Context: an optimization exercise on an open-source flow, tuned for small area, a short achievable clock period and few clock cycles. The choices shown serve that exercise and are no tape-out recipe.
Where RTL was checked, it was by simulation tests only, not by an equivalence proof against the original.
Function not checked in runs 6 and 7: the RTL went through the layout flow alone.
Power is estimated from default activity; no workload was simulated.

**design.v**
```verilog
package isotp_rx_pkg;
	localparam logic [1:0] OP_ARM   = 2'd0;
	localparam logic [1:0] OP_FRAME = 2'd1;
	localparam logic [1:0] OP_ABORT = 2'd2;
	localparam logic [1:0] KIND_BYTE  = 2'd0;
	localparam logic [1:0] KIND_FLOW  = 2'd1;
	localparam logic [1:0] KIND_ERROR = 2'd2;
	localparam logic [2:0] ERR_SINGLE = 3'd0;
	localparam logic [2:0] ERR_FIRST  = 3'd1;
	localparam logic [2:0] ERR_SEQ    = 3'd2;
	localparam logic [2:0] ERR_SHORT  = 3'd3;
	localparam logic [2:0] ERR_TYPE   = 3'd4;
endpackage
import isotp_rx_pkg::*;
module isotp_receive_reassembler #(
	parameter int MAX_MESSAGE_BYTES = 64
) (
	input  logic       clk,
	input  logic       arst_n,
	input  logic       in_valid,
	output logic       in_ready,
	input  logic [1:0] op,
	input  logic [3:0] dlc,
	input  logic [7:0] byte_0,
	input  logic [7:0] byte_1,
	input  logic [7:0] byte_2,
	input  logic [7:0] byte_3,
	input  logic [7:0] byte_4,
	input  logic [7:0] byte_5,
	input  logic [7:0] byte_6,
	input  logic [7:0] byte_7,
	output logic       out_valid,
	input  logic       out_ready,
	output logic [1:0] kind,
	output logic [7:0] data_byte,
	output logic [5:0] byte_index,
	output logic [6:0] msg_length,
	output logic [2:0] error_code,
	output logic       last
);
	logic       in_ready_q;
	logic       armed_q, multi_q;
	logic [3:0] seq_q;
	logic [6:0] total_q;
	logic [5:0] rem_q;       
	logic [3:0] ck_q;        
	logic [6:0] ach_q;       
	logic       v0_q, v1_q;  
	logic [8:0] qe0_q, qe1_q;
	logic       ov_q;
	logic [1:0] kind_q;
	logic [7:0] data_q;
	logic [5:0] idx_q;
	logic [6:0] len_q;
	logic [2:0] code_q;
	logic       last_q;
	logic       active_q;    
	logic [5:0] r_q;         
	logic [511:0] st;        
	logic       acc, proc, ibv_q, ok_q;
	logic [1:0] ib_op;
	logic [3:0] ib_dlc;
	logic [7:0] ib_byte_0, ib_byte_1, ib_byte_2, ib_byte_3;
	logic [7:0] ib_byte_4, ib_byte_5, ib_byte_6, ib_byte_7;
	assign acc  = in_valid && in_ready_q;
	assign proc = ibv_q && ok_q;
	always_ff @(posedge clk) begin
		if (acc) begin
			ib_op     <= op;
			ib_dlc    <= dlc;
			ib_byte_0 <= byte_0;
			ib_byte_1 <= byte_1;
			ib_byte_2 <= byte_2;
			ib_byte_3 <= byte_3;
			ib_byte_4 <= byte_4;
			ib_byte_5 <= byte_5;
			ib_byte_6 <= byte_6;
			ib_byte_7 <= byte_7;
		end
	end
	logic       frame;
	logic [3:0] pci, nib;
	logic       sf_ok, ff_ok, cf_seq_ok, cf_len_ok, cf_last;
	logic [2:0] copy;
	logic       sf_good, ff_good, cf_good, cf_mid, cf_end, seq_err;
	logic       push, push_stream;
	logic [8:0] push_e;
	assign pci   = ib_byte_0[7:4];
	assign nib   = ib_byte_0[3:0];
	assign frame = proc && ib_op == OP_FRAME && armed_q && ib_dlc != 4'd0;
	assign sf_ok     = nib != 4'd0 && !nib[3] && (ib_dlc[3] || nib < ib_dlc);
	assign ff_ok     = ib_dlc[3] && nib == 4'd0 && ib_byte_1 >= 8'd8 && ib_byte_1 <= 8'(MAX_MESSAGE_BYTES);
	assign cf_last   = rem_q[5:3] == 3'd0;
	assign copy      = cf_last ? rem_q[2:0] : 3'd7;
	assign cf_seq_ok = nib == seq_q;
	assign cf_len_ok = ib_dlc[3] || copy < ib_dlc[2:0];
	assign sf_good = frame && pci == 4'h0 && sf_ok;
	assign ff_good = frame && pci == 4'h1 && ff_ok;
	assign cf_good = frame && pci == 4'h2 && multi_q && cf_seq_ok && cf_len_ok;
	assign cf_mid  = cf_good && !cf_last;
	assign cf_end  = cf_good && cf_last;
	assign seq_err = frame && pci == 4'h2 && multi_q && !cf_seq_ok;
	assign push        = frame && !cf_mid;
	assign push_stream = sf_good || cf_end;
	always_comb begin
		push_e = {KIND_ERROR, 4'd0, ERR_TYPE};
		if (pci == 4'h0) begin
			if (sf_ok) push_e = {KIND_BYTE, 3'd0, nib};
			else       push_e = {KIND_ERROR, 4'd0, ERR_SINGLE};
		end else if (pci == 4'h1) begin
			if (!ib_dlc[3])    push_e = {KIND_ERROR, 4'd0, ERR_TYPE};
			else if (ff_ok) push_e = {KIND_FLOW, 7'd0};
			else            push_e = {KIND_ERROR, 4'd0, ERR_FIRST};
		end else if (pci == 4'h2 && multi_q) begin
			if (!cf_seq_ok)      push_e = {KIND_ERROR, 4'd0, ERR_SEQ};
			else if (!cf_len_ok) push_e = {KIND_ERROR, 4'd0, ERR_SHORT};
			else                 push_e = {KIND_BYTE, total_q};
		end
	end
	logic armed_d, multi_d;
	logic [3:0] ck_d;
	always_comb begin
		armed_d = armed_q;
		multi_d = multi_q;
		if (proc && ib_op == OP_ARM) begin
			armed_d = 1'b1;
			multi_d = 1'b0;
		end else if (proc && ib_op == OP_ABORT) begin
			armed_d = 1'b0;
			multi_d = 1'b0;
		end else if (sf_good || cf_end) begin
			armed_d = 1'b0;
			multi_d = 1'b0;
		end else if (ff_good) begin
			multi_d = 1'b1;
		end else if (seq_err) begin
			multi_d = 1'b0;
		end
	end
	assign ck_d = ff_good ? 4'd1 : cf_good ? ck_q + 4'd1 : ck_q;
	always_ff @(posedge clk or negedge arst_n) begin
		if (!arst_n) begin
			armed_q <= 1'b0;
			multi_q <= 1'b0;
		end else begin
			armed_q <= armed_d;
			multi_q <= multi_d;
		end
	end
	always_ff @(posedge clk) begin
		ck_q <= ck_d;
		if (ff_good) ach_q <= 7'd6;
		else if (cf_good) ach_q <= ach_q + 7'd7;
		if (ff_good) begin
			seq_q   <= 4'd1;
			total_q <= ib_byte_1[6:0];
			rem_q   <= ib_byte_1[5:0] - 6'd6;
		end else if (cf_good) begin
			seq_q <= seq_q + 4'd1;
			rem_q <= rem_q - 6'd7;
		end
	end
	logic       out_free, pop, load_byte, s_last;
	logic [1:0] h_kind;
	logic [6:0] h_val;
	logic [7:0] rd;
	assign out_free  = !ov_q || out_ready;
	assign h_kind    = qe0_q[8:7];
	assign h_val     = qe0_q[6:0];
	assign pop       = out_free && !active_q && v0_q;
	assign rd        = st[8*r_q +: 8];
	assign load_byte = active_q || h_kind == KIND_BYTE;
	assign s_last    = active_q ? ({1'b0, r_q} + 7'd1 == len_q) : (h_val == 7'd1);
	logic       qs, qroom_p, p0, p1, pc, pc1, ir_d;
	assign p0  = r_q >= 6'd7;
	assign p1  = r_q > 6'd12 || len_q <= 7'd6;
	assign pc  = {1'b0, r_q} > ach_q + 7'd6 || len_q <= ach_q;
	assign pc1 = {1'b0, r_q} > ach_q + 7'd13 || len_q <= ach_q + 7'd7;
	assign qs = (v0_q && qe0_q[8:7] == KIND_BYTE) || (v1_q && qe1_q[8:7] == KIND_BYTE);
	assign qroom_p = push ? (!v0_q || (!v1_q && pop)) : (!v1_q || pop);
	assign ir_d = qroom_p && (!(armed_q || (proc && ib_op == OP_ARM)) ||
	              (!qs && (!(active_q && !(out_free && s_last)) || (p0 && p1 && (!multi_q || (pc && pc1))))));
	always_ff @(posedge clk or negedge arst_n) begin
		if (!arst_n) begin
			ibv_q      <= 1'b0;
			ok_q       <= 1'b1;
			in_ready_q <= 1'b1;
		end else begin
			ibv_q      <= acc || (ibv_q && !proc);
			ok_q       <= ir_d;
			in_ready_q <= !(acc || (ibv_q && !proc)) || ir_d;
		end
	end
	assign in_ready = in_ready_q;
	logic [7:0][7:0] b;
	logic            we0;
	assign b   = {ib_byte_7, ib_byte_6, ib_byte_5, ib_byte_4, ib_byte_3, ib_byte_2, ib_byte_1, ib_byte_0};
	assign we0 = proc && armed_q &&
	             (!multi_q || (ib_op == OP_FRAME && (pci == 4'h0 ? sf_ok : pci == 4'h1 && ff_ok)));
	for (genvar i = 0; i < 6; i++) begin : g_c0
		always_ff @(posedge clk) begin
			if (we0) st[8*i +: 8] <= ib_byte_0[4] ? b[i + 2] : b[i + 1];
		end
	end
	always_ff @(posedge clk) begin
		if ((we0 && !ib_byte_0[4]) || (proc && multi_q && ck_q == 4'd1)) st[48 +: 8] <= ib_byte_0[5] ? ib_byte_1 : ib_byte_7;
	end
	for (genvar i = 7; i < MAX_MESSAGE_BYTES; i++) begin : g_cf
		always_ff @(posedge clk) begin
			if (proc && multi_q && ck_q == 4'((i + 1) / 7)) st[8*i +: 8] <= b[(i + 1) % 7 + 1];
		end
	end
	always_ff @(posedge clk or negedge arst_n) begin
		if (!arst_n) begin
			v0_q <= 1'b0;
			v1_q <= 1'b0;
		end else begin
			v0_q <= v1_q || (v0_q && !pop) || push;
			v1_q <= (v1_q && (!pop || push)) || (v0_q && !pop && push);
		end
	end
	always_ff @(posedge clk) begin
		if (pop) qe0_q <= qe1_q;
		if (push) begin
			if (!v0_q || (!v1_q && pop)) qe0_q <= push_e;
			else qe1_q <= push_e;
		end
	end
	always_ff @(posedge clk or negedge arst_n) begin
		if (!arst_n) begin
			ov_q     <= 1'b0;
			active_q <= 1'b0;
			r_q      <= 6'd0;
		end else if (out_free) begin
			ov_q <= active_q || v0_q;
			if (active_q || pop) begin
				if (load_byte && !s_last) begin
					active_q <= 1'b1;
					r_q      <= r_q + 6'd1;
				end else begin
					active_q <= 1'b0;
					r_q      <= 6'd0;
				end
			end
		end
	end
	always_ff @(posedge clk) begin
		if (out_free && (active_q || pop)) begin
			kind_q <= active_q ? KIND_BYTE : h_kind;
			data_q <= load_byte ? rd : 8'd0;
			idx_q  <= r_q;
			if (!active_q) len_q <= (h_kind == KIND_BYTE) ? h_val : 7'd0;
			code_q <= (!active_q && h_kind == KIND_ERROR) ? h_val[2:0] : 3'd0;
			last_q <= load_byte ? s_last : 1'b1;
		end
	end
	assign out_valid  = ov_q;
	assign kind       = kind_q;
	assign data_byte  = data_q;
	assign byte_index = idx_q;
	assign msg_length = len_q;
	assign error_code = code_q;
	assign last       = last_q;
endmodule
```
**run.sh**
```bash
#!/bin/bash
# synth_recipe.tcl (not shown) runs the flow's synth.tcl, then flattens the netlist and writes it again
# the make line also repeats each setting of config.mk as NAME=value (left out here)
make -C /OpenROAD-flow-scripts/flow DESIGN_CONFIG=/design/flow/config.mk WORK_HOME=/design/flow/orfs CLKGATE_MAP_FILE= SYNTH_SCRIPT=/design/flow/synth_recipe.tcl finish
```
**config.mk**
```make
export PLATFORM = sky130hd
export DESIGN_NAME = isotp_receive_reassembler
export DESIGN_NICKNAME = isotp_receive_reassembler
export VERILOG_FILES = /design/flow/design.v
export SDC_FILE = /design/flow/constraint.sdc
export NUM_CORES = 4
export LEC_CHECK = 0
export CAP_MARGIN = 20
export CORE_MARGIN = 2
export CORE_UTILIZATION = 40
export SETUP_SLACK_MARGIN = 4.8
export SLEW_MARGIN = 20
```
**constraint.sdc**
```tcl
create_clock -name core_clock -period 7.0 [get_ports {clk}]
set_input_delay 1.4000 -clock core_clock [delete_from_list [all_inputs] [get_ports {clk}]]
set_output_delay 1.4000 -clock core_clock [all_outputs]
set_load 0.01 [all_outputs]
```
==> impl_metrics.toml, run 1 <==
[outcome]
status = "finished clean"

[sta]
slew_violations = 0
worst_slew_margin_rel = 0.4287
finalCriticalPeriod_ns = 2.671
finalClockSkew_ns = 0.03261
worstMarginPinSlew_ns = 0.8542
tns_ns = 0
finalSetupViolCount = 0
hold_violations = 0
fmax_mhz = 374.4
rsz0062_at_grt = "true"
fin_hold_ws_ns = 0.5153
timing.final.crit_share = 0.3815

[cells_and_area]
reg_top3 = "st x512, qe0_q x9, qe1_q x9"
largest_reg_flops = 512
nets = 1884
diodes = 0
drive_gt1_frac = 0.3898
fillers = 5285
syn_to_final_growth_pct = 28.58
top_register = "st"
final_common_cell = "edfxtp_1"
most-common-layout-cells = "631 x edfxtp_1, 148 x mux4_2, 90 x buf_4"

[power_and_ir_drop]
switching_share = 0.2819
power_frac_comb = 0.262
p_int_w = 0.008741
p_clk_frac = 0.317
seq_power_share = 0.421
ir_worst_vdd_uv = 178.7
p_switching_w = 0.003431
power_density_nw_per_um2 = 344.5
leakage_nw = 12.01

[synthesis]
synth_nets = 1562
synth-xor-area-share = 0.01402
syn-instance-count = 1442
yosysWarningCount = 1
yosysUniqueCellTypes = 68
synth_top_flop_cell = "edfxtp_1"
avgSynthCellArea_um2 = 19.06
synthSimpleGateAreaFrac = 0.04257
postSynth.asyncResetShare = 0.02239
synth_seq_cells = 670
syn_area_um2 = 27480
yosys.area_share.adder = 0.02094
synth_top_family_by_area = "multiplexers"
synth_compound_area_frac = 0.02982
ys_seq_area_frac = 0.7208
synthMuxAreaShare = 0.1567
synth_edf_count = 631

[global_route]
antenna_found_initial = 0
grt_pass1_vias = 15780
gr-total-overflow = 0
grt_max_degree = 57
grt_pass1_wl_mm = 104.5
grt_util_all_layers = 0.2041

[critical_path]
cp_slowest_stage_delay_ns = 0.55
crit_arrival_ns = 1.27
regToRegSetupSlack_ns = 4.34
crit_path_top_delay_cell = "dfstp_2"
r2r-start = "rem_q[3]"
path_max_fanout = 2
r2r_cells = 14
crit_path_start_kind = "register"
cp.required_ns = 5.60
critPathBufInv = 1
path_class = "reg2out"
crit_path_end_kind = "output pin"
path_cells = "buf_6"
cp_top_family = "flip-flops"
r2r_end = "qe1_q[5]"

[route]
drt-initial-drc-count = 1454
totalWireLength_mm = 73.04
viasPerCell = 5.649
drc = 0
detail-route-antenna-nets = 0
vias = 15260
wl_per_cell_um = 27.04
dr.pass1.iters = 5

[cts]
cts.hold.buffers_added = 0
clkLatencyLatePin_ns = 0.63
cts_buffer_depth = 3
htree_levels = 3
numCtsBuffers = 73
cts.sinks = 670
cts-root-buf = "clkbuf_16"
path_clk_slew_ns = 0.06
cts_tree = "built"

[flow_run]
drv_cap = 0

[die]
boundaryPins = 103
fp-row-count = 96
die_h_um = 266.1
start_util = 0.4021
core-area_um2 = 68350
die_w_um = 266.1
dieArea_um2 = 70810

[hold_path]
min_to = "ck_q[1]"
holdPathStages = 2
hold_path_class = "reg2reg"
hold_start = "ck_q[1]"

[placement]
place_congestion = 0.8197
numPortBuffers = 102
place_hpwl_mm = 35.38
area by class of cell:
type / count / area (um2) / area share
Clock buffer: 94 / 1927 / 0.05453
Clock inverter: 36 / 439.2 / 0.01243
Inverter: 28 / 162.7 / 0.004604
Multi-Input combinational cell: 682 / 8223 / 0.2327
Sequential cell: 670 / 19840 / 0.5614
Tap cell: 882 / 1104 / 0.03123
Timing Repair Buffer: 306 / 3612 / 0.1022
Timing Repair inverter: 3 / 30.03 / 0.0008499
cells by family (layout without fill, tap and decap cells):
logic type      after synthesis  after routing
simple gates                229            233
compound gates              123            123
fa+ha+maj                    46             46
mux                         236            236
buf+inv                      94            467
flops                       670            670
xor+xnor                     44             44
metrics by stage:
step	instance area, um2	instances	utilization	setup slack [ns]	power (W)
floorplan	27960	1442	-	4.320	0.006786
finish	35330	2701	0.5170	4.329	0.01217
CTS	34490	2652	0.5047	4.284	0.01211
global placement	29780	2385	0.4357	3.205	0.007527
detailed placement	29780	2385	0.4357	3.193	0.007552
global route	35330	2701	0.5170	4.250	0.01261
cells in the mapped netlist (all sizes together), types with 10 or more instances:
cell type | number | area, um2
ha | 46 | 575.6
clkbuf | 27 | 101.4
inv | 25 | 93.84
edfxtp | 631 | 18950
a21o | 10 | 75.07
xor2 | 14 | 122.6
o21ai | 23 | 115.1
and2 | 19 | 118.9
mux2 | 73 | 822.0
xnor2 | 30 | 262.8
dfxtp | 24 | 480.5
mux2i | 15 | 150.1
buf | 39 | 211.5
nor3 | 17 | 90.09
and3 | 14 | 87.58
a21oi | 32 | 160.2
nand2 | 65 | 244.0
nor2 | 36 | 135.1
mux4 | 148 | 3333
nand3 | 31 | 155.2
dfrtp | 13 | 325.3
how the worst max path moves through the flow:
stage                     startpoint           end  slack [ns]  depth (start not counted)
after CTS                  data_q[1]  data_byte[1]        4.28                          1
after detailed placement   out_ready     data_q[0]        3.19                          4
after global placement     out_ready        r_q[1]        3.20                          6
after global routing        rem_q[5]      qe1_q[5]        4.25                         14
after floorplan            out_ready      qe0_q[0]        4.32                          5
final                     in_ready_q      in_ready        4.33                          1
per-layer routing:
layer / routed length (um) / GRT usage
met5: 0 / 0
met4: 2441 / 0.07729
met3: 4440 / 0.03845
met2: 37140 / 0.3455
met1: 29020 / 0.2621
power groups by stage:
stage               Sequential, W  Combinational, W  Clock, W
floorplan                 0.00503           0.00176         0
global placement          0.00534           0.00219         0
detailed placement        0.00535           0.00221         0
CTS                       0.00513           0.00305   0.00393
global route              0.00516           0.00338   0.00408
finish                    0.00512           0.00319   0.00386
timing repair:
item	4_1_cts	5_1_grt
setup buffers	112	42
gates cloned	25	7
pin swaps	49	32
endpoints found under the setup margin	518	461
resized for setup	315	86
Testbench counts, summed over its fixed seeds: cycles 16,083.
==> run 2: changes to the inputs <==
--- a/config.mk
+++ b/config.mk
@@ -8,5 +8,7 @@
 export CAP_MARGIN = 20
 export CORE_MARGIN = 2
 export CORE_UTILIZATION = 40
-export SETUP_SLACK_MARGIN = 4.8
+export CTS_CLUSTER_DIAMETER = 100
+export CTS_CLUSTER_SIZE = 26
+export SETUP_SLACK_MARGIN = 4.4
 export SLEW_MARGIN = 20
==> impl_metrics.toml, run 2 <==
[cells_and_area]
syn_to_final_growth_pct = 14.98
reg_top3 = "st x512, qe0_q x9, qe1_q x9"
drive_gt1_frac = 0.2899
regArea_um2 = 19840
largest_reg_flops = 512
multi_input_area_um2 = 7675
fillers = 5700
most-common-layout-cells = "631 x edfxtp_1, 148 x mux4_2, 73 x clkdlybuf4s50_1"
diodes = 0
nets = 1725
final_common_cell = "edfxtp_1"
top_register = "st"

[synthesis]
synth_seq_cells = 670
synth_top_family_by_area = "multiplexers"
synth_area_leaders = "edfxtp_1 69%, mux4_2 12%, mux2_2 3.0%, ha_1 2.1%, dfxtp_1 1.7%"
postSynth.asyncResetShare = 0.02239
synth.top_cell.area_share = 0.6895
yosysUniqueCellTypes = 68
yosys.area_share.adder = 0.02094
synthSimpleGateAreaFrac = 0.04257
syn-instance-count = 1442
synth_compound_area_frac = 0.02982
synthMuxAreaShare = 0.1567
avgSynthCellArea_um2 = 19.06
synth_top_flop_cell = "edfxtp_1"
yosys.cell_count.top_type = "edfxtp_1"
synth-xor-area-share = 0.01402
ys_seq_area_frac = 0.7208
yosysWarningCount = 1
synth_nets = 1562
synth_area_leader_cell = "edfxtp_1"
synth_edf_count = 631
syn_area_um2 = 27480
synthTopCellsByCount = "631 x edfxtp_1, 148 x mux4_2, 73 x mux2_2"

[critical_path]
path_max_fanout = 2
crit_path_start_kind = "register"
cp.required_ns = 5.60
path_cells = "buf_6"
cp_top_family = "flip-flops"
cp_slowest_stage_delay_ns = 0.57
crit_path_end_kind = "output pin"
crit_arrival_ns = 1.28
crit_path_top_delay_cell = "dfstp_2"
path_class = "reg2out"
critPathBufInv = 1

[outcome]
status = "finished clean"

[sta]
finalCriticalPeriod_ns = 2.685
fmax_mhz = 372.5
hold_violations = 0
worst_slew_margin_rel = 0.3207
fin_hold_ws_ns = 0.5237
rsz0062_at_grt = "true"
finalSetupViolCount = 0
timing.final.crit_share = 0.3835
tns_ns = 0
worstMarginPinSlew_ns = 1.015
finalClockSkew_ns = 0.01432
slew_violations = 0

[die]
boundaryPins = 103
fp-row-count = 96
dieArea_um2 = 70810
core-area_um2 = 68350
start_util = 0.4021
die_h_um = 266.1
die_w_um = 266.1

[placement]
place_congestion = 0.7930
numPortBuffers = 102
place_hpwl_mm = 35.73

[power_and_ir_drop]
power_density_nw_per_um2 = 308.3
ir_worst_vdd_uv = 195.3
leakage_nw = 10.28

[cts]
htree_levels = 1
cts_tree = "built"
path_clk_slew_ns = 0.10
cts-root-buf = "clkbuf_16"
cts.hold.buffers_added = 0
clkLatencyLatePin_ns = 0.62
numCtsBuffers = 30
cts_buffer_depth = 3
cts.sinks = 670

[route]
drt-initial-drc-count = 1103
drc = 0
dr.pass1.iters = 5
wl_per_cell_um = 25.66
totalWireLength_mm = 64.16
detail-route-antenna-nets = 0
viasPerCell = 5.632
vias = 14080

[hold_path]
hold_path_class = "reg2reg"

[global_route]
gr-total-overflow = 0
grt_pass1_vias = 14560
grt_max_degree = 57
grt_pass1_wl_mm = 94.47
grt_util_all_layers = 0.1800
antenna_found_initial = 0

[flow_run]
drv_cap = 0
run 2: cell count changes in the layout (fill, tap and decap cells not counted), sizes merged:
cell / delta
buf: -112
inv: -2
clkinv: -20
and2: -1
nand2: -1
clkdlybuf4s50: +1
dlygate4sd2: -1
nor3b: +1
clkinvlp: -2
bufinv: -9
clkbuf: -56
bufbuf: +1
run 2: repair_timing:
item / CTS / global route
setup buffers: 39 / 16
cloned: 7 / 5
endpoints found under the hold margin: 0 / 0
gates resized for setup: 184 / 40
pin swaps: 10 / 15
endpoints found under the setup margin: 256 / 178
run 2: per-layer routing:
| metal | vias up | track usage | routed length [um] | part of all wire |
|---|---|---|---|---|
| li1 | 6134 | - | - | - |
| met1 | 7438 | 0.2458 | 26900 | 0.42 |
| met2 | 421 | 0.3093 | 32570 | 0.51 |
| met3 | 87 | 0.01839 | 3153 | 0.049 |
| met4 | 0 | 0.04859 | 1540 | 0.024 |
| met5 | - | 0 | 0 | 0 |
run 2: final timing paths:
| check | startpoint | end | slack, ns | cells past startpoint |
|---|---|---|---|---|
| min in group asynchronous | arst_n | r_q[2] | 1.25 | 1 |
| worst max register to register | rem_q[3] | qe1_q[5] | 4.38 | 10 |
| worst min-delay path | ck_q[1] | ck_q[1] | 0.52 | 2 |
| max in group asynchronous | arst_n | r_q[1] | 5.15 | 1 |
| worst min register to register | ck_q[1] | ck_q[1] | 0.52 | 2 |
| worst max-delay path | in_ready_q | in_ready | 4.32 | 1 |
run 2: power breakdown:
group	internal [W]	total (W)	switching, W
logic	0.00133	0.00263	0.00129
registers	0.00477	0.00509	0.000320
clock network	0.000814	0.00202	0.00121
run 2: cell type report:
cell class	instances	area share
tap	882	0.03493
multi-input combinational	681	0.2429
sequential	670	0.6278
timing repair buffer	193	0.06336
inverter	28	0.003920
clock buffer	40	0.02526
clock inverter	5	0.001624
timing repair inverter	1	0.0002376
run 2: through the flow:
step	area (um2)	total power (W)	setup WS, ns	std cells	utilization
4_1_cts	31210	0.009734	4.274	2479	0.4567
6_report	31600	0.009742	4.315	2500	0.4623
3_5_place_dp	29680	0.007512	3.184	2388	0.4343
3_3_place_gp	29680	0.007483	3.295	2388	0.4343
2_1_floorplan	27630	0.006680	4.322	1442	-
5_1_grt	31600	0.01015	4.283	2500	0.4623
run 2: cells by family (layout without fill, tap and decap cells):
family / after synthesis / after routing
flops: 670 / 670
compound gates: 123 / 123
simple gates: 229 / 232
xor+xnor: 44 / 44
mux: 236 / 236
buf+inv: 94 / 267
fa+ha+maj: 46 / 46
==> run 3: changes to the inputs <==
--- a/config.mk
+++ b/config.mk
@@ -9,6 +9,6 @@
 export CORE_MARGIN = 2
 export CORE_UTILIZATION = 40
 export CTS_CLUSTER_DIAMETER = 100
-export CTS_CLUSTER_SIZE = 26
-export SETUP_SLACK_MARGIN = 4.4
+export CTS_CLUSTER_SIZE = 30
+export SETUP_SLACK_MARGIN = 4.2
 export SLEW_MARGIN = 20
==> impl_metrics.toml, run 3 <==
[outcome]
status = "finished clean"

[critical_path]
regToRegSetupSlack_ns = 4.21
path_class = "reg2reg"
crit_arrival_ns = 3.30
cp.required_ns = 7.52
r2r_end = "in_ready_q"
r2r-start = "ach_q[1]"
critPathBufInv = 1
crit_path_top_delay_cell = "dfxtp_4"
r2r_cells = 12
path_max_fanout = 4
cp_top_family = "compound AO/OA/AOI/OAI gates"
crit_path_start_kind = "register"
cpMostUsedCell = "ha_1"
cp_slowest_stage_delay_ns = 0.38
crit_path_end_kind = "register"
path_cells = "buf_4 > ha_1 > a21oi_2 > a21oi_1 > xnor2_1 > ha_1 > nand3_1 > a21o_1 > a211oi_2 > nor3_1 > o221a_2 > o41ai_2"

[sta]
timing.final.crit_share = 0.3981
worst_slew_margin_rel = 0.3970
slew_violations = 0
finalCriticalPeriod_ns = 2.787
worstMarginPinSlew_ns = 0.9045
hold_violations = 0
fin_ws_ns = 4.213
finalSetupViolCount = 0
rsz0062_at_grt = "true"
fmax_mhz = 358.9
tns_ns = 0
finalClockSkew_ns = 0.02370

[synthesis]
syn_area_um2 = 27480
avgSynthCellArea_um2 = 19.06
ys_seq_area_frac = 0.7208
synth_top_flop_cell = "edfxtp_1"
yosys.cell_count.top_type = "edfxtp_1"
synth.top_cell.area_share = 0.6895
yosysWarningCount = 1
yosysUniqueCellTypes = 68
synthTopCellsByCount = "631 x edfxtp_1, 148 x mux4_2, 73 x mux2_2"
synth_area_leaders = "edfxtp_1 69%, mux4_2 12%, mux2_2 3.0%, ha_1 2.1%, dfxtp_1 1.7%"
synth_area_leader_cell = "edfxtp_1"
synth_nets = 1562
synth_edf_count = 631
syn-instance-count = 1442
postSynth.asyncResetShare = 0.02239
synth_seq_cells = 670

[cts]
cts.sinks = 670
cts-root-buf = "clkbuf_16"
path_clk_slew_ns = 0.11
cts.hold.buffers_added = 0
numCtsBuffers = 28
cts_buffer_depth = 3
htree_levels = 1
cts_tree = "built"
clkLatencyLatePin_ns = 0.62

[global_route]
grt_pass1_wl_mm = 94.89
gr-total-overflow = 0
grt_util_all_layers = 0.1800
busiest_layer = "met2"
antenna_found_initial = 1
met1_usage = 0.2439
grt_pass1_vias = 14670
use_met2 = 0.3195
grtUsageMet3 = 0.01627
grt_max_degree = 57

[cells_and_area]
final_common_cell = "edfxtp_1"
drive_gt1_frac = 0.2480
fin_cells = 2471
nets = 1700
fillers = 5750
final_util = 0.4539
most-common-layout-cells = "631 x edfxtp_1, 148 x mux4_2, 73 x mux2_2, 73 x clkdlybuf4s50_1, 61 x nand2_1"
diodes = 0
top_register = "st"
syn_to_final_growth_pct = 12.89
largest_reg_flops = 512
reg_top3 = "st x512, qe0_q x9, qe1_q x9"

[route]
dr.pass1.iters = 5
wl_per_cell_um = 25.74
drt-initial-drc-count = 1190
detail-route-antenna-nets = 0
vias = 13990
totalWireLength_mm = 63.61
viasPerCell = 5.661
drc = 0

[placement]
dp.cells = 2389
place_congestion = 0.8014
dp_slack_ns = 3.422
place_hpwl_mm = 35.55
numPortBuffers = 102

[die]
dieArea_um2 = 70810
die_h_um = 266.1
die_w_um = 266.1
start_util = 0.4021
boundaryPins = 103
core-area_um2 = 68350
fp-row-count = 96

[hold_path]
hold_start = "ck_q[1]"
holdPathStages = 2
hold_path_class = "reg2reg"
min_to = "ck_q[1]"

[power_and_ir_drop]
leakage_nw = 10.02
total_power_w = 0.009513
ir_worst_vdd_uv = 239.5
power_density_nw_per_um2 = 306.7

[flow_run]
drv_cap = 0
## run 3: cell types whose count changed in the layout (fill, tap and decap cells not counted), sizes merged
cell           before  now
bufbuf              3    1
clkdlybuf4s15       0    5
inv                28   27
nand2              67   65
dlygate4sd2         0   15
nor3b               5    4
clkinv              4    8
clkbuf             42   33
buf               115   77
## run 3: how the worst max path moves through the flow
| stage | cells past startpoint | endpoint | from |
|---|---|---|---|
| floorplan | 6 | st[0] | ib_byte_0[5] |
| global placement | 5 | data_q[3] | r_q[0] |
| detailed placement | 5 | data_q[3] | r_q[0] |
| CTS | 12 | in_ready_q | ach_q[2] |
| global route | 12 | in_ready_q | ach_q[1] |
| finish | 12 | in_ready_q | ach_q[1] |
## run 3: per-layer routing
metal / vias to the layer above / share of wire
met3: 61 / 0.042
met5: - / 0
met1: 7482 / 0.42
met4: 0 / 0.017
li1: 6074 / -
met2: 372 / 0.52
## run 3: layout make-up
| class | instances | area (um2) | area share |
|---|---|---|---|
| inverters | 28 | 118.9 | 0.003832 |
| multi-input cells | 678 | 7435 | 0.2397 |
| clock buffers | 30 | 729.5 | 0.02351 |
| clock inverters | 9 | 103.9 | 0.003348 |
| flip-flops and latches | 670 | 19830 | 0.6393 |
| well taps | 882 | 1104 | 0.03557 |
| repair buffers | 174 | 1700 | 0.05481 |
## run 3: tightest hold or removal path, delay by kind of cell (launching register included)
| kind | cells | cell delay [ns] |
|---|---|---|
| DFF | 1 | 0.36 |
| AOI/OAI and AO/OA | 1 | 0.06 |
| and+or+nand+nor | 1 | 0.07 |
## run 3: cells by family (layout without fill, tap and decap cells)
| logic type | Yosys count | after routing | share of synthesized area |
|---|---|---|---|
| flip-flops | 670 | 670 | 0.7208 |
| AND/OR/NAND/NOR | 229 | 229 | 0.04257 |
| buffers and inverters | 94 | 241 | 0.01521 |
| XOR/XNOR | 44 | 44 | 0.01402 |
| multiplexers | 236 | 236 | 0.1567 |
| AO/OA/AOI/OAI | 123 | 123 | 0.02982 |
| adder cells (fa/ha/maj) | 46 | 46 | 0.02094 |
## run 3: through the flow
step	instance area [um2]	hold slack (ns)
finish	31020	0.5234
detailed placement	29590	0.5080
CTS	30810	0.5223
global route	31020	0.5646
floorplan	27520	0.4478
global placement	29590	0.4970
## run 3: what timing repair did
| action | 4_1_cts | 5_1_grt |
|---|---|---|
| endpoints found under the setup margin | 153 | 169 |
| gates resized for setup | 82 | 32 |
| pin swaps | 3 | 2 |
| setup buffers | 25 | 16 |
| gates cloned | 2 | 0 |
## run 3: power by group
group          total (W)  switching, W  internal [W]
registers        0.00511      0.000340       0.00477
logic            0.00239       0.00121       0.00117
clock network    0.00202       0.00123      0.000780
total            0.00951       0.00279       0.00672
==> run 4: changes to the inputs <==
--- a/config.mk
+++ b/config.mk
@@ -10,5 +10,5 @@
 export CORE_UTILIZATION = 40
 export CTS_CLUSTER_DIAMETER = 100
 export CTS_CLUSTER_SIZE = 30
-export SETUP_SLACK_MARGIN = 4.2
+export SETUP_SLACK_MARGIN = 4.4
 export SLEW_MARGIN = 20
==> impl_metrics.toml, run 4 <==
[cells_and_area]
largest_reg_flops = 512
final_common_cell = "edfxtp_1"
diodes = 0
reg_top3 = "st x512, qe0_q x9, qe1_q x9"
top_register = "st"
drive_gt1_frac = 0.2844
most-common-layout-cells = "631 x edfxtp_1, 148 x mux4_2, 73 x clkdlybuf4s50_1"
syn_to_final_growth_pct = 14.54
fillers = 5716
nets = 1721

[critical_path]
path_class = "reg2out"
cp_slowest_stage_delay_ns = 0.57
r2r_cells = 7
crit_path_end_kind = "output pin"
crit_path_top_delay_cell = "dfstp_2"
path_cells = "buf_6"
r2r-start = "r_q[0]"
path_max_fanout = 2
cp.required_ns = 5.60
regToRegSetupSlack_ns = 4.40
r2r_end = "data_q[2]"
cp_top_family = "flip-flops"
crit_arrival_ns = 1.29
critPathBufInv = 1
crit_path_start_kind = "register"

[sta]
worstMarginPinSlew_ns = 1.135
fin_hold_ws_ns = 0.5234
hold_violations = 0
timing.final.crit_share = 0.3843
fmax_mhz = 371.8
worst_slew_margin_rel = 0.2418
finalSetupViolCount = 0
tns_ns = 0
finalClockSkew_ns = 0.03478
slew_violations = 0
rsz0062_at_grt = "true"
finalCriticalPeriod_ns = 2.690

[global_route]
grt_util_all_layers = 0.1795
gr-total-overflow = 0
grt_max_degree = 57
antenna_found_initial = 0
grt_pass1_vias = 14430
grt_pass1_wl_mm = 94.19

[synthesis]
yosys.cell_count.top_type = "edfxtp_1"
synth_edf_count = 631
synthSimpleGateAreaFrac = 0.04257
synth_top_family_by_area = "multiplexers"
avgSynthCellArea_um2 = 19.06
synthMuxAreaShare = 0.1567
yosys.area_share.adder = 0.02094
synthTopCellsByCount = "631 x edfxtp_1, 148 x mux4_2, 73 x mux2_2"
synth-xor-area-share = 0.01402
ys_seq_area_frac = 0.7208
synth_compound_area_frac = 0.02982
postSynth.asyncResetShare = 0.02239
synth_area_leader_cell = "edfxtp_1"
yosysWarningCount = 1
synth_area_leaders = "edfxtp_1 69%, mux4_2 12%, mux2_2 3.0%, ha_1 2.1%, dfxtp_1 1.7%"
yosysUniqueCellTypes = 68
syn_area_um2 = 27480
syn-instance-count = 1442
synth_top_flop_cell = "edfxtp_1"
synth.top_cell.area_share = 0.6895
synth_seq_cells = 670
synth_nets = 1562

[route]
drt-initial-drc-count = 1130
vias = 14060
detail-route-antenna-nets = 0
wl_per_cell_um = 25.68
dr.pass1.iters = 5
drc = 0
viasPerCell = 5.634
totalWireLength_mm = 64.10

[placement]
place_congestion = 0.7930
numPortBuffers = 102
place_hpwl_mm = 35.73

[die]
start_util = 0.4021
die_w_um = 266.1
dieArea_um2 = 70810
core-area_um2 = 68350
die_h_um = 266.1
boundaryPins = 103
fp-row-count = 96

[hold_path]
hold_start = "ck_q[1]"
holdPathStages = 2
hold_path_class = "reg2reg"
min_to = "ck_q[1]"

[power_and_ir_drop]
ir_worst_vdd_uv = 201.5
total_power_w = 0.009660
power_density_nw_per_um2 = 306.9
leakage_nw = 10.24

[flow_run]
drv_cap = 0

[cts]
cts_buffer_depth = 3
cts.sinks = 670
cts.hold.buffers_added = 0
clkLatencyLatePin_ns = 0.62
cts-root-buf = "clkbuf_16"
htree_levels = 1
numCtsBuffers = 27
cts_tree = "built"
path_clk_slew_ns = 0.12

[outcome]
status = "finished clean"
[run 4: cell types whose count changed in the layout (fill, tap and decap cells not counted), sizes merged]
cell | previous run | this run
dlygate4sd2 | 15 | 0
clkdlybuf4s15 | 5 | 0
buf | 77 | 115
bufbuf | 1 | 3
clkinv | 8 | 7
nor3b | 4 | 5
clkbuf | 33 | 38
[run 4: per-layer routing]
layer,vias to the layer above,routed length (um),part of all wire,GRT usage
li1,6116,-,-,-
met1,7471,27390,0.43,0.2483
met2,407,32560,0.51,0.3094
met3,68,2923,0.046,0.01636
met4,0,1231,0.019,0.04145
met5,-,0,0,0
[run 4: logic make-up (layout without fill, tap and decap cells)]
logic type	after synthesis	after routing
compound gates	123	123
xor+xnor	44	44
fa+ha+maj	46	46
buf+inv	94	265
flops	670	670
mux	236	236
simple gates	229	230
[run 4: where the power goes]
part | internal, W | switching [W]
logic | 0.00133 | 0.00130
registers | 0.00477 | 0.000321
clock network | 0.000735 | 0.00120
[run 4: worst register-to-register path, delay by kind of cell (launching register included)]
kind            cells  cell delay [ns]
flops               1             0.55
compound gates      1             0.10
buf+inv             3             0.48
mux                 3             1.19
[run 4: worst max path at each step]
stage	from	endpoint	slack (ns)	depth (start not counted)
2_1_floorplan	out_ready	qe0_q[4]	4.32	5
3_3_place_gp	out_ready	r_q[1]	3.29	6
3_5_place_dp	out_ready	r_q[1]	3.18	5
4_1_cts	in_ready_q	in_ready	4.28	1
5_1_grt	in_ready_q	in_ready	4.27	1
6_report	in_ready_q	in_ready	4.31	1
[run 4: area by class of cell]
class / instances / area [um2] / share of cell area
Timing Repair Buffer: 194 / 2008 / 0.06380
Timing Repair inverter: 1 / 7.507 / 0.0002385
Sequential cell: 670 / 19840 / 0.6302
Tap cell: 882 / 1104 / 0.03506
Clock inverter: 7 / 77.57 / 0.002465
Clock buffer: 35 / 705.7 / 0.02242
Multi-Input combinational cell: 679 / 7612 / 0.2418
Inverter: 28 / 123.9 / 0.003935
[run 4: timing repair]
item | in CTS | in global routing
endpoints found under the setup margin | 256 | 152
pin swaps | 7 | 13
buffers inserted | 39 | 17
resized for setup | 182 | 31
hold endpoints to repair | 0 | 0
gates cloned | 7 | 3
[run 4: metrics by stage]
stage,instances,instance area (um2),util,setup slack (ns)
final,2496,31480,0.4605,4.310
after global routing,2496,31480,0.4605,4.271
after CTS,2476,31120,0.4554,4.279
after detailed placement,2388,29680,0.4343,3.184
after global placement,2388,29680,0.4343,3.295
after floorplan,1442,27630,-,4.322
==> run 5: changes to the inputs <==
--- a/config.mk
+++ b/config.mk
@@ -7,7 +7,7 @@
 export LEC_CHECK = 0
 export CAP_MARGIN = 20
 export CORE_MARGIN = 2
-export CORE_UTILIZATION = 40
+export CORE_UTILIZATION = 60
 export CTS_CLUSTER_DIAMETER = 100
 export CTS_CLUSTER_SIZE = 30
 export SETUP_SLACK_MARGIN = 4.4
==> impl_metrics.toml, run 5 <==
[outcome]
status = "finished clean"

[critical_path]
cp.required_ns = 5.60
path_cells = "buf_6"
path_class = "reg2out"
critPathLaunch = "in_ready_q"
crit_arrival_ns = 1.27
cp_slowest_stage_delay_ns = 0.56
r2r-start = "ach_q[2]"
regToRegSetupSlack_ns = 4.34
path_max_fanout = 2
crit_path_end_kind = "output pin"
crit_path_start_kind = "register"
crit_path_top_delay_cell = "dfstp_2"
cp_top_family = "flip-flops"
r2r_cells = 10
critPathBufInv = 1
r2r_end = "in_ready_q"

[route]
totalWireLength_mm = 61.74
drc = 0
drt-initial-drc-count = 1369
dr.pass1.iters = 5
detail-route-antenna-nets = 0
wl_per_cell_um = 27.75
vias = 14150
viasPerCell = 6.359

[global_route]
grt_util_all_layers = 0.2624
grt_max_degree = 64
grt_pass1_vias = 14370
antenna_found_initial = 0
gr-total-overflow = 0
grt_pass1_wl_mm = 90.82

[sta]
slew_violations = 0
fmax_mhz = 375.1
hold_violations = 0
tns_ns = 0
timing.final.crit_share = 0.3809
worst_slew_margin_rel = 0.4016
worstMarginPinSlew_ns = 0.8976
fin_hold_ws_ns = 0.5267
fin_ws_ns = 4.334
finalCriticalPeriod_ns = 2.666
finalSetupViolCount = 0
rsz0062_at_grt = "true"
finalClockSkew_ns = 0.02758

[cells_and_area]
drive_gt1_frac = 0.2892
top_register = "st"
reg_top3 = "st x512, qe0_q x9, qe1_q x9"
syn_to_final_growth_pct = 13.39
fin_cells = 2225
diodes = 0
largest_reg_flops = 512
final_common_cell = "edfxtp_1"
most-common-layout-cells = "631 x edfxtp_1, 148 x mux4_2, 73 x clkdlybuf4s50_1"
nets = 1725

[die]
fp-row-count = 78
dieArea_um2 = 47530
boundaryPins = 103
start_util = 0.6068
die_w_um = 218.0
core-area_um2 = 45280
die_h_um = 218.0

[synthesis]
synth_seq_cells = 670
yosysWarningCount = 1
ys_seq_area_frac = 0.7208
yosysUniqueCellTypes = 68
synth_top_flop_cell = "edfxtp_1"
synth_area_leaders = "edfxtp_1 69%, mux4_2 12%, mux2_2 3.0%, ha_1 2.1%, dfxtp_1 1.7%"
postSynth.asyncResetShare = 0.02239
synth_nets = 1562
synth_edf_count = 631
avgSynthCellArea_um2 = 19.06
syn_area_um2 = 27480
synth_area_leader_cell = "edfxtp_1"
yosys.cell_count.top_type = "edfxtp_1"
syn-instance-count = 1442
synth.top_cell.area_share = 0.6895
synthTopCellsByCount = "631 x edfxtp_1, 148 x mux4_2, 73 x mux2_2"

[placement]
dp.cells = 2103
numPortBuffers = 102
place_congestion = 0.8307
dp_slack_ns = 3.296
place_hpwl_mm = 34.64

[hold_path]
min_to = "seq_q[1]"
holdPathStages = 2
hold_path_class = "reg2reg"
hold_start = "seq_q[1]"

[power_and_ir_drop]
leakage_nw = 10.19
ir_worst_vdd_uv = 363.7
power_density_nw_per_um2 = 307.3

[cts]
htree_levels = 1
numCtsBuffers = 26
cts_tree = "built"
cts-root-buf = "clkbuf_16"
cts.sinks = 670
clkLatencyLatePin_ns = 0.61
path_clk_slew_ns = 0.11
cts_buffer_depth = 3

[flow_run]
drv_cap = 0
run 5: power breakdown:
group / internal, W / switching, W
Combinational: 0.00130 / 0.00132
Clock: 0.000743 / 0.00114
Sequential: 0.00477 / 0.000302
Total: 0.00681 / 0.00276
run 5: logic make-up after synthesis:
logic type | after synthesis | synth area share
flip-flops | 670 | 0.7208
XOR/XNOR | 44 | 0.01402
multiplexers | 236 | 0.1567
adder cells (fa/ha/maj) | 46 | 0.02094
AND/OR/NAND/NOR | 229 | 0.04257
buffers and inverters | 94 | 0.01521
AO/OA/AOI/OAI | 123 | 0.02982
run 5: cell type report:
cell class / instances / area (um2)
Sequential cell: 670 / 19830
Fill cell: 3004 / 14120
Multi-Input combinational cell: 678 / 7675
Timing Repair Buffer: 200 / 1982
Tap cell: 600 / 750.7
Clock buffer: 46 / 747.0
Inverter: 28 / 140.1
Clock inverter: 2 / 25.02
Timing Repair inverter: 1 / 7.507
run 5: what timing repair did:
| item | in CTS | in global routing |
|---|---|---|
| setup endpoints to repair | 276 | 232 |
| gates cloned | 5 | 2 |
| pin swaps | 6 | 18 |
| resized for setup | 174 | 48 |
| hold buffers | 0 | 0 |
| setup buffers | 38 | 29 |
run 5: worst max-delay path by stage:
stage                  to  cells after the start  slack (ns)
6_report         in_ready                      1        4.33
5_1_grt        in_ready_q                     10        4.27
4_1_cts          in_ready                      1        4.31
3_5_place_dp       r_q[3]                      5        3.30
3_3_place_gp    data_q[5]                      4        3.37
2_1_floorplan    qe0_q[4]                      5        4.32
run 5: per-stage QoR:
stage / instance area (um2) / util / total power [W]
after floorplan: 27630 / - / 0.006680
after global placement: 29310 / 0.6472 / 0.007441
after detailed placement: 29310 / 0.6473 / 0.007481
after CTS: 30640 / 0.6767 / 0.009491
after global routing: 31160 / 0.6881 / 0.009929
final: 31160 / 0.6881 / 0.009576
run 5: routing by layer:
metal | track usage | wire [um] | share of wire
met1 | 0.3753 | 25970 | 0.42
met2 | 0.4428 | 30840 | 0.50
met3 | 0.03250 | 3644 | 0.059
met4 | 0.05397 | 1289 | 0.021
met5 | 0 | 0 | 0
==> run 6: changes to the inputs <==
--- a/design.v
+++ b/design.v
@@ -178,8 +178,9 @@
 	assign pc1 = {1'b0, r_q} > ach_q + 7'd13 || len_q <= ach_q + 7'd7;
 	assign qs = (v0_q && qe0_q[8:7] == KIND_BYTE) || (v1_q && qe1_q[8:7] == KIND_BYTE);
 	assign qroom_p = push ? (!v0_q || (!v1_q && pop)) : (!v1_q || pop);
-	assign ir_d = qroom_p && (!(armed_q || (proc && ib_op == OP_ARM)) ||
-	              (!qs && (!(active_q && !(out_free && s_last)) || (p0 && p1 && (!multi_q || (pc && pc1))))));
+	assign ir_d = qroom_p && (!armed_d ||
+	              (!qs && (!(active_q && !(out_free && s_last)) ||
+	                       (p0 && (!multi_d || (ff_good ? p1 : cf_good ? pc1 : pc))))));
 	always_ff @(posedge clk or negedge arst_n) begin
 		if (!arst_n) begin
 			ibv_q      <= 1'b0;
--- a/config.mk
+++ b/config.mk
@@ -7,8 +7,8 @@
 export LEC_CHECK = 0
 export CAP_MARGIN = 20
 export CORE_MARGIN = 2
-export CORE_UTILIZATION = 60
+export CORE_UTILIZATION = 40
 export CTS_CLUSTER_DIAMETER = 100
-export CTS_CLUSTER_SIZE = 30
+export CTS_CLUSTER_SIZE = 26
 export SETUP_SLACK_MARGIN = 4.4
 export SLEW_MARGIN = 20
==> impl_metrics.toml, run 6 <==
[cts]
htree_levels = 1
clkLatencyLatePin_ns = 0.63
cts.hold.buffers_added = 0
cts_tree = "built"
cts_buffer_depth = 3
cts-root-buf = "clkbuf_16"
cts.sinks = 670
path_clk_slew_ns = 0.11
numCtsBuffers = 30

[synthesis]
synth_area_leader_cell = "edfxtp_1"
syn_area_um2 = 27340
synth_top_flop_cell = "edfxtp_1"
postSynth.asyncResetShare = 0.02239
yosysUniqueCellTypes = 57
synth_edf_count = 631
syn-instance-count = 1388
yosys.cell_count.top_type = "edfxtp_1"
synthTopCellsByCount = "631 x edfxtp_1, 168 x mux4_2, 56 x mux2_2"
synth_area_leaders = "edfxtp_1 69%, mux4_2 14%, mux2_2 2.3%, ha_1 2.1%, dfxtp_1 1.8%"
synth_seq_cells = 670
ys_seq_area_frac = 0.7246
synth.top_cell.area_share = 0.6932
yosysWarningCount = 1
synth_nets = 1508
avgSynthCellArea_um2 = 19.69

[sta]
tns_ns = 0
worstMarginPinSlew_ns = 0.9549
finalSetupViolCount = 0
fmax_mhz = 354.5
worst_slew_margin_rel = 0.3634
hold_violations = 0
rsz0062_at_grt = "true"
slew_violations = 0
timing.final.crit_share = 0.4030
finalCriticalPeriod_ns = 2.821
finalClockSkew_ns = 0.01272

[power_and_ir_drop]
leakage_nw = 10.33
p_switching_w = 0.002762
p_clk_frac = 0.216
power_density_nw_per_um2 = 307.1
seq_power_share = 0.516
switching_share = 0.2799
p_int_w = 0.007105
power_frac_comb = 0.268
ir_worst_vdd_uv = 240.8

[route]
drt-initial-drc-count = 1197
totalWireLength_mm = 66.84
drc = 0
dr.pass1.iters = 5
viasPerCell = 5.597
detail-route-antenna-nets = 0
wl_per_cell_um = 26.85
vias = 13930

[cells_and_area]
largest_reg_flops = 512
nets = 1721
most-common-layout-cells = "631 x edfxtp_1, 168 x mux4_2, 80 x buf_4"
top_register = "st"
final_util = 0.4767
syn_to_final_growth_pct = 17.52
design_area_um2 = 32130
fin_cells = 2489
drive_gt1_frac = 0.3205
diodes = 0
reg_top3 = "st x512, qe0_q x9, qe1_q x9"
final_common_cell = "edfxtp_1"

[die]
core-area_um2 = 67400
dieArea_um2 = 70450
fp-row-count = 95
start_util = 0.4056
die_h_um = 265.4
die_w_um = 265.4
boundaryPins = 103

[critical_path]
path_class = "reg2reg"
cp_top_family = "multiplexers"
crit_path_end_kind = "register"
path_max_fanout = 7
path_cells = "buf_12 > buf_12 > buf_16 > mux4_2 > mux4_2 > mux4_2 > nor2b_1"
cp_slowest_stage_delay_ns = 0.52
cp.required_ns = 7.37
crit_path_start_kind = "register"
critPathBufInv = 3
cpMostUsedCell = "mux4_2"
crit_path_top_delay_cell = "mux4_2"
crit_arrival_ns = 3.19

[outcome]
status = "finished clean"

[global_route]
gr-total-overflow = 0
grt_pass1_wl_mm = 97.10
grt_max_degree = 64
antenna_found_initial = 2
grt_pass1_vias = 14160
grt_util_all_layers = 0.1888

[placement]
place_hpwl_mm = 35.44
place_congestion = 0.8079
dp.cells = 2326
numPortBuffers = 102
dpl-instance-area_um2 = 29430

[hold_path]
hold_path_class = "reg2reg"

[flow_run]
drv_cap = 0
run 6: area by class of cell:
| type | count | area [um2] |
|---|---|---|
| Timing Repair Buffer | 235 | 2530 |
| Clock inverter | 7 | 132.6 |
| Sequential cell | 670 | 19830 |
| Clock buffer | 40 | 788.3 |
| Multi-Input combinational cell | 631 | 7611 |
| Timing Repair inverter | 2 | 12.51 |
| Fill cell | 5455 | 35270 |
| Tap cell | 873 | 1092 |
| Inverter | 31 | 127.6 |
run 6: power groups by stage:
stage | Sequential (W) | Combinational, W | Clock, W
floorplan | 0.00508 | 0.00141 | 0
global placement | 0.00532 | 0.00182 | 0
detailed placement | 0.00533 | 0.00184 | 0
CTS | 0.00510 | 0.00253 | 0.00219
global route | 0.00513 | 0.00281 | 0.00231
finish | 0.00510 | 0.00264 | 0.00213
run 6: worst reg2reg max path, stage by stage (launching register included):
cell and delay (ns):
dfrtp_4 0.44, buf_12 0.15, buf_12 0.16, buf_16 0.16, mux4_2 0.55, mux4_2 0.51, mux4_2 0.46, nor2b_1 0.14
run 6: final timing paths:
| path | slack, ns | cells after the start | start | endpoint |
|---|---|---|---|---|
| max reg2reg | 4.18 | 7 | r_q[0] | data_q[1] |
| max in group asynchronous | 5.19 | 1 | arst_n | r_q[1] |
| max | 4.18 | 7 | r_q[0] | data_q[1] |
| min in group asynchronous | 1.23 | 1 | arst_n | r_q[0] |
| min | 0.52 | 2 | seq_q[1] | seq_q[1] |
| min reg2reg | 0.52 | 2 | seq_q[1] | seq_q[1] |
run 6: cell families after synthesis:
| logic type | share of synthesized area |
|---|---|
| mux | 0.1666 |
| xor+xnor | 0.01282 |
| flops | 0.7246 |
| fa+ha+maj | 0.02105 |
| compound gates | 0.02389 |
| simple gates | 0.03726 |
| buf+inv | 0.01382 |
run 6: per-stage QoR:
stage                     hold slack, ns  total power [W]  setup WS (ns)
final                             0.5204         0.009866          4.179
after CTS                         0.5209         0.009824          4.071
after global routing              0.5502          0.01025          4.117
after floorplan                   0.4478         0.006493          3.932
after detailed placement          0.5055         0.007171          2.798
after global placement            0.4955         0.007145          2.839
run 6: timing repair:
action / CTS / global route
endpoints found under the setup margin: 411 / 269
cloned: 17 / 3
pin swaps: 17 / 24
setup buffers: 59 / 37
gates resized for setup: 206 / 67
run 6: layer usage:
layer	vias to the layer above	track usage	wire, um
met5	-	0	0
met4	0	0.05237	1619
met3	68	0.02601	3329
met2	397	0.3118	32850
met1	7431	0.2641	29040
li1	6036	-	-
==> run 7: changes to the inputs <==
--- a/config.mk
+++ b/config.mk
@@ -9,6 +9,6 @@
 export CORE_MARGIN = 2
 export CORE_UTILIZATION = 40
 export CTS_CLUSTER_DIAMETER = 100
-export CTS_CLUSTER_SIZE = 26
-export SETUP_SLACK_MARGIN = 4.4
+export CTS_CLUSTER_SIZE = 30
+export SETUP_SLACK_MARGIN = 4.5
 export SLEW_MARGIN = 20
==> impl_metrics.toml, run 7 <==
[route]
totalWireLength_mm = 68.00
dr.pass1.iters = 5
drt-initial-drc-count = 1458
wl_per_cell_um = 27.26
viasPerCell = 5.663
drc = 0
vias = 14130
detail-route-antenna-nets = 0

[cts]
cts-root-buf = "clkbuf_16"
clkLatencyLatePin_ns = 0.62
cts.hold.buffers_added = 0
htree_levels = 1
cts_buffer_depth = 3
cts_tree = "built"
path_clk_slew_ns = 0.12
numCtsBuffers = 27
cts.sinks = 670

[placement]
dpl-instance-area_um2 = 29500
place_congestion = 0.7943
place_hpwl_mm = 35.55
numPortBuffers = 102
dp_slack_ns = 3.136

[synthesis]
synth_seq_cells = 670
syn-instance-count = 1388
synth_edf_count = 631
synth_area_leaders = "edfxtp_1 69%, mux4_2 14%, mux2_2 2.3%, ha_1 2.1%, dfxtp_1 1.8%"
synth_top_flop_cell = "edfxtp_1"
synth_area_leader_cell = "edfxtp_1"
ys_seq_area_frac = 0.7246
yosysUniqueCellTypes = 57
syn_area_um2 = 27340
postSynth.asyncResetShare = 0.02239
synth.top_cell.area_share = 0.6932
avgSynthCellArea_um2 = 19.69
yosysWarningCount = 1
yosys.cell_count.top_type = "edfxtp_1"
synthTopCellsByCount = "631 x edfxtp_1, 168 x mux4_2, 56 x mux2_2"
synth_nets = 1508

[critical_path]
crit_path_end_kind = "register"
cpMostUsedCell = "mux4_2"
crit_path_start_kind = "register"
crit_arrival_ns = 3.21
path_max_fanout = 8
critPathBufInv = 3
cp_slowest_stage_delay_ns = 0.50
path_cells = "buf_12 > buf_16 > clkbuf_16 > mux4_2 > mux4_2 > mux4_2 > nor2b_1"
path_class = "reg2reg"
cp.required_ns = 7.35
crit_path_top_delay_cell = "mux4_2"
cp_top_family = "multiplexers"

[die]
fp-row-count = 95
die_h_um = 265.4
dieArea_um2 = 70450
die_w_um = 265.4
start_util = 0.4056
core-area_um2 = 67400
boundaryPins = 103

[flow_run]
drv_cap = 0

[cells_and_area]
largest_reg_flops = 512
drive_gt1_frac = 0.3292
nets = 1731
top_register = "st"
diodes = 0
design_area_um2 = 32340
syn_to_final_growth_pct = 18.32
final_common_cell = "edfxtp_1"
reg_top3 = "st x512, qe0_q x9, qe1_q x9"
most-common-layout-cells = "631 x edfxtp_1, 168 x mux4_2, 73 x clkdlybuf4s50_1, 73 x buf_4, 56 x mux2_2"

[global_route]
gr-total-overflow = 0
antenna_found_initial = 1
grt_pass1_wl_mm = 95.50
grt_max_degree = 57
grt_util_all_layers = 0.1844
grt_pass1_vias = 14370

[power_and_ir_drop]
power_density_nw_per_um2 = 302.4
ir_worst_vdd_uv = 177.6
seq_power_share = 0.523
switching_share = 0.2817
power_frac_comb = 0.273
leakage_nw = 10.41
p_switching_w = 0.002755
p_int_w = 0.007025
p_clk_frac = 0.204

[sta]
worstMarginPinSlew_ns = 0.8744
tns_ns = 0
hold_violations = 0
worst_slew_margin_rel = 0.4171
finalClockSkew_ns = 0.03961
finalCriticalPeriod_ns = 2.866
timing.final.crit_share = 0.4094
fmax_mhz = 349.0
finalSetupViolCount = 0
rsz0062_at_grt = "true"
slew_violations = 0
fin_ws_ns = 4.134

[outcome]
status = "finished clean"

[hold_path]
hold_path_class = "reg2reg"
[run 7: cell families (layout without fill, tap and decap cells)]
family | Yosys count | after routing | synth area share
AOI/OAI and AO/OA | 107 | 107 | 0.02389
DFF | 670 | 670 | 0.7246
xor gates and xnor gates | 40 | 40 | 0.01282
adders and majority gates | 46 | 46 | 0.02105
and+or+nand+nor | 198 | 205 | 0.03726
buffers and inverters | 89 | 316 | 0.01382
muxes | 238 | 238 | 0.1666
[run 7: layout make-up]
class / instances / area (um2)
multi-input combinational: 636 / 7704
inverter: 31 / 123.9
tap: 873 / 1092
clock inverter: 6 / 82.58
fill: 5459 / 35050
timing repair inverter: 2 / 15.01
timing repair buffer: 243 / 2758
sequential: 670 / 19830
clock buffer: 34 / 737.0
[run 7: final timing paths]
check,endpoint,slack (ns),start,cells after the start
max reg2reg,data_q[5],4.13,r_q[0],7
min reg2reg,seq_q[1],0.53,seq_q[1],2
max,data_q[5],4.13,r_q[0],7
min in group asynchronous,ibv_q,1.21,arst_n,1
max in group asynchronous,r_q[1],5.24,arst_n,1
min,seq_q[1],0.53,seq_q[1],2
[run 7: tightest hold or removal path, stage by stage (launching register included)]
cell and delay, ns:
dfxtp_1 0.37, nand2_1 0.07, a21oi_1 0.05
[run 7: power by group through the flow]
| stage | clock, W | sequential, W | combinational (W) |
|---|---|---|---|
| final | 0.00199 | 0.00511 | 0.00267 |
| after global routing | 0.00216 | 0.00515 | 0.00283 |
| after CTS | 0.00204 | 0.00512 | 0.00238 |
| after detailed placement | 0 | 0.00533 | 0.00184 |
| after global placement | 0 | 0.00533 | 0.00182 |
| after floorplan | 0 | 0.00509 | 0.00145 |
[run 7: through the flow]
step                hold slack, ns  total power [W]  utilization  instances
floorplan                   0.4733         0.006536            -       1388
global placement            0.4958         0.007149       0.4377       2328
detailed placement          0.5135         0.007171       0.4377       2328
CTS                         0.5298         0.009538       0.4649       2441
global route                0.5615          0.01014       0.4799       2495
finish                      0.5261         0.009780       0.4799       2495
[run 7: routing by layer]
layer / global-route usage / up-vias / wire length (um)
met5: 0 / - / 0
met4: 0.04275 / 0 / 1328
met3: 0.02222 / 60 / 3298
met2: 0.3096 / 402 / 33580
met1: 0.2590 / 7615 / 29800
li1: - / 6053 / -
[run 7: repair_timing]
action,in CTS,in global routing
gates resized for setup,200,84
pin swaps,13,30
setup buffers,60,36
cloned,13,18
endpoints found under the setup margin,391,438
hold endpoints to repair,0,0

afterwards: timing with drivers on the ports:
No port has a modelled driver above. Below, the same layouts with a new extraction and two added sets of constraints. Step 1: set_driving_cell puts a clkbuf_16 on clk and a buf_2 on each other input, an assumption about the parent block. Step 2 moves the port delays by t, midway between the first and last clock arrival at a register: inputs arrive t later, outputs are due t later. That takes back most of the time a late clock gives input paths. Three values: ideal ports, drivers, drivers and shift; two values: the first two.
| run | t, ns | setup slack, ns | latest minus earliest clock arrival (ns) | worst slew at a driven data input, ns |
|---|---|---|---|---|
| run 1 | 0.671 | 4.329 / 4.270 / 3.861 | 0.035 / 0.035 | 0.05 |
| run 2 | 0.676 | 4.315 / 4.256 / 3.800 | 0.016 / 0.016 | 0.05 |
| run 3 | 0.663 | 4.213 / 4.200 / 3.638 | 0.024 / 0.023 | 0.04 |
| run 4 | 0.657 | 4.310 / 4.250 / 3.845 | 0.035 / 0.035 | 0.05 |
| run 5 | 0.651 | 4.334 / 4.275 / 3.823 | 0.030 / 0.031 | 0.04 |
| run 6 | 0.687 | 4.179 / 4.179 / 3.793 | 0.018 / 0.018 | 0.05 |
| run 7 | 0.665 | 4.134 / 4.130 / 3.800 | 0.039 / 0.039 | 0.05 |
After both steps setup and hold are still met in every run listed. The setup slack of run 3, which loses most, moves by -0.013 ns with the drivers and by -0.575 ns with both steps.
